Context: an optimization exercise on an open-source flow, tuned for small area. The choices shown serve that exercise and are no tape-out recipe. Function was checked by simulation only, so behaviour that the tests miss may differ from the original. Power figures rest on the tool's default switching activity, not on a simulated workload.

[flow/config.mk]
export PLATFORM = sky130hd
export DESIGN_NAME = forearm_spi_bridge
export DESIGN_NICKNAME = forearm_spi_bridge
export VERILOG_FILES = /design/flow/design.v
export SDC_FILE = /design/flow/constraint.sdc
export NUM_CORES = 4
export LEC_CHECK = 0
export CAP_MARGIN = 20
export CORE_MARGIN = 2
export CORE_UTILIZATION = 40
export SLEW_MARGIN = 20
[flow/constraint.sdc]
create_clock -name core_clock -period 10.0 [get_ports {iCLK}]
set_input_delay 2.0000 -clock core_clock [delete_from_list [all_inputs] [get_ports {iCLK}]]
set_output_delay 2.0000 -clock core_clock [all_outputs]
set_load 0.01 [all_outputs]
[flow/design.v]
package myo_bridge_pkg;
  localparam int frame_bytes_lp  = 86;
  localparam int status_bytes_lp = 48;
  localparam int wr_entries_lp   = 50;
  localparam int rd_entries_lp   = 20;
  localparam logic [2:0] fk_half = 3'd0;
  localparam logic [2:0] fk_word = 3'd1;
  localparam logic [2:0] fk_flag = 3'd2;
  localparam logic [2:0] fk_pair = 3'd3;
  localparam logic [2:0] fk_byte = 3'd4;
endpackage
module forearm_spi_bridge (
  input  logic        iCLK,
  input  logic        arst_n_i,
  input  logic        sck_i,
  input  logic        ss_n_i,
  input  logic        mosi_i,
  input  logic [31:0] av_readdata_i,
  input  logic        av_waitrequest_i,
  output logic        miso_o,
  output logic [15:0] av_address_o,
  output logic [31:0] av_writedata_o,
  output logic        av_write_o,
  output logic        av_read_o
);
  localparam int NB = 86;
  logic [2:0] ph_q;
  always_ff @(posedge iCLK or negedge arst_n_i)
    if (!arst_n_i) ph_q <= '0;
    else           ph_q <= ph_q + 3'd1;
  logic sck_q, ss_q;
  always_ff @(posedge iCLK or negedge arst_n_i)
    if (!arst_n_i) begin
      sck_q <= 1'b0;
      ss_q  <= 1'b1;
    end else begin
      sck_q <= sck_i;
      ss_q  <= ss_n_i;
    end
  logic active, rise, frame_start, frame_end;
  assign active      = ~ss_n_i;
  assign rise        = active & sck_i & ~sck_q;
  assign frame_start = ~ss_n_i & ss_q;
  assign frame_end   = ss_n_i & ~ss_q;
  logic [9:0] n_q;
  logic       rx_q;
  always_ff @(posedge iCLK) begin
    if (frame_start | frame_end) n_q <= '1;
    else if (rise)    n_q <= n_q + 10'd1;
    if (rise) rx_q <= mosi_i;
  end
  logic       busy_q, req_q, valid_q;
  logic [6:0] e_q;
  logic [2:0] gap_q;
  logic       is_rd, done;
  logic [31:0] wd_q;
  assign is_rd = (e_q >= 7'd50);
  assign done  = req_q & ~av_waitrequest_i;
  always_ff @(posedge iCLK or negedge arst_n_i)
    if (!arst_n_i) begin
      busy_q  <= 1'b0;
      req_q   <= 1'b0;
      valid_q <= 1'b0;
    end else begin
      if (done && is_rd) valid_q <= 1'b1;
      if (frame_end) begin
        busy_q <= 1'b1;
        req_q  <= 1'b0;
      end else if (busy_q) begin
        if (done) req_q <= 1'b0;
        else if (!req_q && gap_q == 3'd7) begin
          if (e_q == 7'd70) busy_q <= 1'b0;
          else              req_q  <= 1'b1;
        end
      end
    end
  always_ff @(posedge iCLK) begin
    if (frame_end) begin
      e_q   <= '0;
      gap_q <= '0;
    end else if (done) begin
      e_q   <= e_q + 7'd1;
      gap_q <= '0;
    end else begin
      gap_q <= gap_q + 3'd1;
    end
  end
  assign av_write_o = req_q & ~is_rd;
  assign av_read_o  = req_q & is_rd;
  always_comb begin
    logic [6:0] x;
    x = '0;
    av_address_o = '0;
    if (e_q < 7'd16) begin
      av_address_o = {6'd0, e_q[3:2], 6'd0, e_q[1:0]};
    end else if (e_q < 7'd36) begin
      x = e_q - 7'd16;
      av_address_o = {4'd0, 4'(4'd5 + x[5:2]), 6'd0, x[1:0]};
    end else if (e_q == 7'd36) begin
      av_address_o = 16'h0b03;
    end else if (e_q == 7'd37) begin
      av_address_o = 16'h0c03;
    end else if (e_q < 7'd42) begin
      av_address_o = 16'h0d03;
    end else if (e_q < 7'd46) begin
      av_address_o = 16'h0a03;
    end else if (e_q < 7'd50) begin
      x = e_q - 7'd46;
      av_address_o = {8'h14, 6'd0, x[1:0]};
    end else begin
      x = e_q - 7'd50;
      case (x[4:2])
        3'd0:    av_address_o[15:8] = 8'h0b;
        3'd1:    av_address_o[15:8] = 8'h0c;
        3'd2:    av_address_o[15:8] = 8'h0e;
        3'd3:    av_address_o[15:8] = 8'h0d;
        default: av_address_o[15:8] = 8'h0f;
      endcase
      av_address_o[1:0] = x[1:0];
    end
  end
  logic [NB-1:0] ro;           
  logic [5:0]  p_sel;          
  logic [5:0]  p_e;
  logic        lane0, lane1, lane2, lane3;
  logic [9:0]  f;              
  logic [6:0]  fbyte;
  assign f     = n_q + (rise ? 10'd3 : 10'd2);
  assign fbyte = f[9:3];
  always_comb begin
    if (e_q < 7'd12)      p_e = e_q[5:0];
    else if (e_q < 7'd16) p_e = 6'(2 * e_q - 7'd12);
    else if (e_q < 7'd36) p_e = 6'(e_q + 7'd4);
    else if (e_q < 7'd46) p_e = 6'd40;
    else                  p_e = 6'(e_q[6:1] + 6'd18);
  end
  assign p_sel = active ? fbyte[6:1] : p_e;
  assign lane0 = ro[{p_sel, 1'b0}];
  assign lane1 = ro[{p_sel, 1'b1}];
  assign lane2 = ro[26 + 4 * e_q[1:0]];
  assign lane3 = ro[27 + 4 * e_q[1:0]];
  logic cur_q, nxt_q;
  always_ff @(posedge iCLK or negedge arst_n_i)
    if (!arst_n_i) begin
      cur_q <= 1'b0;
      nxt_q <= 1'b0;
    end else if (active) begin
      if (rise) cur_q <= nxt_q;
      if (ph_q == f[2:0])
        nxt_q <= (fbyte[0] ? lane1 : lane0) & valid_q & (fbyte < 7'd48);
    end else begin
      if (ph_q == 3'd0) cur_q <= ro[0] & valid_q;
      if (ph_q == 3'd1) nxt_q <= ro[0] & valid_q;
    end
  assign miso_o = cur_q;
  logic       fill;
  logic       is_word, is_half, is_flag, is_pair, is_byte;
  logic [7:0] b0v;
  logic       b0;
  logic [2:0] s0, s1;
  assign fill    = busy_q & ~req_q & ~is_rd;
  assign is_word = (e_q >= 7'd12) && (e_q < 7'd16);
  assign is_half = (e_q < 7'd12) || ((e_q >= 7'd16) && (e_q < 7'd36));
  assign is_flag = (e_q >= 7'd36) && (e_q < 7'd42);
  assign is_pair = (e_q >= 7'd42) && (e_q < 7'd46);
  assign is_byte = (e_q >= 7'd46) && (e_q < 7'd50);
  assign b0      = (is_pair | (is_byte & e_q[0])) ? lane1 : lane0;
  always_comb begin
    s0 = 3'd7;
    s1 = 3'd6;
    if (is_flag) s0 = 3'(e_q - 7'd36);
    if (is_pair) begin
      s0 = 3'({e_q[1:0], 1'b0} + 3'd5);
      s1 = 3'({e_q[1:0], 1'b0} + 3'd4);
    end
  end
  always_ff @(posedge iCLK) begin
    if (done) begin
      wd_q <= av_readdata_i;
    end else if (fill) begin
      for (int k = 0; k < 8; k++) begin
        if (ph_q == 3'(7 - k)) begin
          wd_q[8 + k]  <= lane1 & (is_half | is_word);
          wd_q[16 + k] <= lane2 & is_word;
          wd_q[24 + k] <= lane3 & is_word;
          if (k >= 2) wd_q[k] <= b0 & ~(is_flag | is_pair);
        end
      end
      if (ph_q == s0) wd_q[0] <= b0;
      if (ph_q == s1) wd_q[1] <= b0 & ~is_flag;
    end
  end
  assign av_writedata_o = wd_q;
  logic       st_act, st_wide;
  logic [4:0] st_g;            
  logic [3:0] stb;             
  logic [3:0] nbl;             
  logic       rx_now;
  logic [7:0] c0, c1, c2, c3;
  assign st_act  = busy_q & (e_q >= 7'd51);
  assign st_wide = (e_q < 7'd55);
  assign st_g    = 5'(e_q - 7'd47);
  assign c0 = wd_q[7:0];
  assign c1 = wd_q[15:8];
  assign c2 = wd_q[23:16];
  assign c3 = wd_q[31:24];
  assign stb[0] = c0[~ph_q];
  assign stb[1] = c1[~ph_q];
  assign stb[2] = st_wide ? c2[~ph_q] : stb[0];
  assign stb[3] = st_wide ? c3[~ph_q] : stb[1];
  assign rx_now = (ph_q == n_q[2:0]) & ~(&n_q[9:6]);
  always_comb
    for (int m = 0; m < 4; m++)
      nbl[m] = (rx_now && n_q[4:3] == 2'(m)) ? rx_q : stb[m];
  for (genvar j = 0; j < NB; j++) begin : g_ring
    logic [7:0] r_q;
    logic       we;
    if (j < 16) begin : g_w
      assign we = (rx_now && n_q[9:3] == 7'(j)) || (st_act && st_wide && (e_q[1:0] + 2'd1) == 2'(j / 4));
    end else if (j < 48) begin : g_h
      assign we = (rx_now && n_q[9:3] == 7'(j)) || (st_act && !st_wide && st_g == 5'(j / 2));
    end else begin : g_f
      assign we = rx_now && n_q[9:3] == 7'(j);
    end
    always_ff @(posedge iCLK)
      r_q <= {r_q[6:0], we ? nbl[j % 4] : r_q[7]};
    assign ro[j] = r_q[7];
  end
endmodule
[flow/run.sh]
#!/bin/bash
# synth_recipe.tcl (not shown) runs the flow's synth.tcl, then flattens the netlist and writes it again
# the make line also repeats each setting of config.mk as NAME=value (left out here)
make -C /OpenROAD-flow-scripts/flow DESIGN_CONFIG=/design/flow/config.mk WORK_HOME=/design/flow/orfs CLKGATE_MAP_FILE= SYNTH_SCRIPT=/design/flow/synth_recipe.tcl finish
==> run notes <==
## routing by layer
layer	routed length, um	part of all wire
met3	2630	0.056
met5	0	0
met2	20800	0.44
met1	21800	0.46
met4	1750	0.037
## final cells by class
| class | count | area, um2 |
|---|---|---|
| Clock buffer | 96 | 2030 |
| Clock inverter | 34 | 442 |
| Fill cell | 4664 | 27500 |
| Inverter | 24 | 90.1 |
| Multi-Input combinational cell | 799 | 5540 |
| Sequential cell | 751 | 15400 |
| Tap cell | 688 | 861 |
| Timing Repair Buffer | 92 | 888 |
## worst max-delay path, stage by stage
cell and delay, ps:
clkdlybuf4s50_1 860, nor3b_1 1000, ha_1 340, inv_1 60
ha_1 240, and3b_1 340, mux2i_4 370, o31ai_4 110
buf_4 300, mux2i_1 230, mux2i_1 120, a2111oi_2 510
o22ai_2 210, nor3_4 390, o41ai_2 120
## sequential cells by signal, indices dropped and copies added (netlist names)
signal	cells
ph_q	3
n_q	10
e_q	7
sck_q	1
nxt_q	1
rx_q	1
valid_q	1
g_ring.r_q	688
cur_q	1
gap_q	3
ss_q	1
wd_q	32
req_q	1
busy_q	1
## kinds of logic (layout without fill, tap and decap cells)
| kind of cell | after synthesis | after routing |
|---|---|---|
| compound gates | 222 | 222 |
| xor+xnor | 28 | 28 |
| fa+ha+maj | 29 | 29 |
| buf+inv | 109 | 246 |
| flops | 751 | 751 |
| mux | 121 | 121 |
| other cells | 1 | 9 |
| simple gates | 390 | 390 |
## where the power goes
part / internal, mW / leakage [nW] / switching, mW
Sequential: 3.06 / 6.14 / 0.0293
Combinational: 0.123 / 2.62 / 0.197
Clock: 1.63 / 1.22 / 1.12
Total: 4.82 / 9.98 / 1.34
## cells in the final DEF, fill, tap and decap left out, drive strengths merged, types with 6 or more instances in the layout
cell type and n:
or3 7, bufinv 7, conb 9, nor3 32
nor3b 6, inv 24, buf 13, a211oi 6
a22oi 33, nor2b 12, nand2 157, nand2b 7
or2 6, dfxtp 708, nor2 84, nand3 37
clkdlybuf4s50 79, mux2i 20, o21ai 68, dfrtp 9
xnor2 23, nand4 24, a21oi 21, mux2 91
ha 29, o211ai 12, clkbuf 96, edfxtp 33
and3 6, mux4 10, a21o 18, a31oi 13
clkinv 26
## worst paths after layout
kind                                                from                  endpoint  slack (ps)
worst max-delay path                              ss_n_i         wd_q[1]$_DFFE_PP_        3100
worst min-delay path            g_ring[4].r_q[6]$_DFF_P_  g_ring[4].r_q[7]$_DFF_P_         310
worst max register to register           sck_q$_DFF_PN0_         wd_q[1]$_DFFE_PP_        5220
worst min register to register  g_ring[4].r_q[6]$_DFF_P_  g_ring[4].r_q[7]$_DFF_P_         310
max in group asynchronous                       arst_n_i         ph_q[1]$_DFF_PN0_        7810
min in group asynchronous                       arst_n_i       valid_q$_DFFE_PN0P_        1760
## per-stage QoR
step	total power, mW	area [um2]
after floorplan	3.36	21500
after global placement	3.47	22800
after detailed placement	3.48	22800
after CTS	6.23	25300
after global routing	6.39	25300
final	6.16	25300
==> flow_summary.yaml <==
status:
  status: "complete, no violations"
cells_and_area:
  n_antenna_cell: 0
  fin_cells: 2484
  syn_to_final_growth_pct: 17.9
  fin_nets: 1806
  fin_util: 0.479
  drive_above_1_share: 0.148
logic_synthesis:
  yosys.area.top_type: "dfxtp_1"
  yosysMostFrequentCell: "dfxtp_1"
  netlist_top_cells_area: "dfxtp_1, mux2_2, edfxtp_1"
  synth-xor-area-share: 0.0114
  avgSynthCellArea_um2: 13.0
  syn_inst: 1651
  async_reset_ff_frac: 0.0133
  synth_adder_area_share: 0.0169
  synth_top_family_by_area: "simple AND/OR/NAND/NOR gates"
  synth_simple_gate_area_share: 0.0850
  muxShareOfSynthArea: 0.0682
  ys_seq_area_frac: 0.719
  synth_warnings: 1
  synth_top_area_frac: 0.661
  synth-seq-cells: 751
  synth_enable_flop_cells: 33
  synth_area_mm2: 0.0214
  synthTopCellsByCount: "dfxtp_1, nand2_1, mux2_2, nor2_1, o21ai_0"
  synth-compound-area-share: 0.0743
  ys_types: 87
  ys.flop_type: "dfxtp_1"
worst_setup_path:
  critPathRequiredTime_ps: 10320
  arrival_ps: 7230
  crit_type: "primary input to flip-flop"
  r2r_cells: 14
  cp_max_fo: 37
  crit_path_start_kind: "primary input"
  endpoint_kind: "flip-flop"
clocking:
  clkSinkCount: 751
  path_clk_slew_ps: 60
  postCtsResizedCells: 0
  cts_buffer_depth: 3
  cts_htree_levels: 3
  postCtsSetupBuffers: 0
  cts.hold.buffers_added: 0
  clk_latency_ps: 610
  cts_root_buf: "clkbuf_16"
  tritoncts: "built"
  cts_buffers: 71
routing:
  drtIter0Drc: 956
  drc_errors: 0
  avgRoutedWirePerCell_um: 18.9
  wirelength_um: 47000
  via_per_inst: 4.90
  drt_pass1_iterations: 12
  ant_nets: 0
  num_vias: 12200
placed_design:
  post-dp-hpwl_um: 32600
  place_inst: 2354
  pre_cts_ws_ps: 2560
  portBuffers: 79
  gp_congestion: 0.882
worst_hold_path:
  min_path_cells: 0
  worstHoldPathType: "flip-flop to flip-flop"
power_and_ir_drop:
  p_per_area_mw_per_mm2: 244
  ir_drop_mv: 0.139
  p_leak_nw: 9.98
timing:
  layout_setup_ws_ps: 3100
  slew_headroom: 0.261
  slew_violations: 0
  whs_ps: 307
  finalSetupTns_ps: 0
  timing.fmax_ghz: 0.145
  final.min_clock_period_ps: 6900
  hold_viol: 0
  tightest_slew_ps: 1110
  clock_skew_ps: 33.5
  fin_crit_sh: 0.690
  grt_setup_unrepaired: "false"
  setup_viol: 0
global_route:
  grt_overflow: 0
  grt_max_degree: 46
  antenna_found_initial: 0
  met3_usage: 0.0367
  grt_use_met1: 0.228
  grt_pass1_wl_um: 72000
  gr-usage-met2: 0.263
  top_usage_layer: "met2"
  grt_pass1_vias: 11900
  grt_usage: 0.170
die:
  die_w_um: 236
  coreArea_mm2: 0.0528
  pin_count: 89
  initial_core_util: 0.406
  die_y_um: 236
  placement_rows: 84
  die_area_mm2: 0.0555
flow_run:
  max_cap_violations: 0

## port drivers added, routing unchanged
The flow's constraints put no driver on any port. The routed layout listed below was extracted and timed again, unchanged, in two steps. Step 1 sets driving cells, clkbuf_16 on the clock port and buf_2 on the other inputs (assumed; they add their load-dependent delay and slew). Step 2 adds t to the input delays and takes it off the output delays; t is the mean of the earliest and latest rising clock arrival at the registers after step 1. Input paths then give back, and output paths get back, about the clock's delay inside the block. Slacks: ideal ports / drivers / drivers and shift; pairs: ideal ports / drivers.
t (ns): 0.651
slack for setup (ns): 3.098 / 3.124 / 2.473
worst setup path after step 2: input to register
worst register clock-pin slew, ns: 0.07 / 0.07
cell pins on the clock port's net: 1
After both steps setup and hold are still met in this run. The setup slack of this run moves by +0.026 ns with the drivers and by -0.625 ns with both steps.
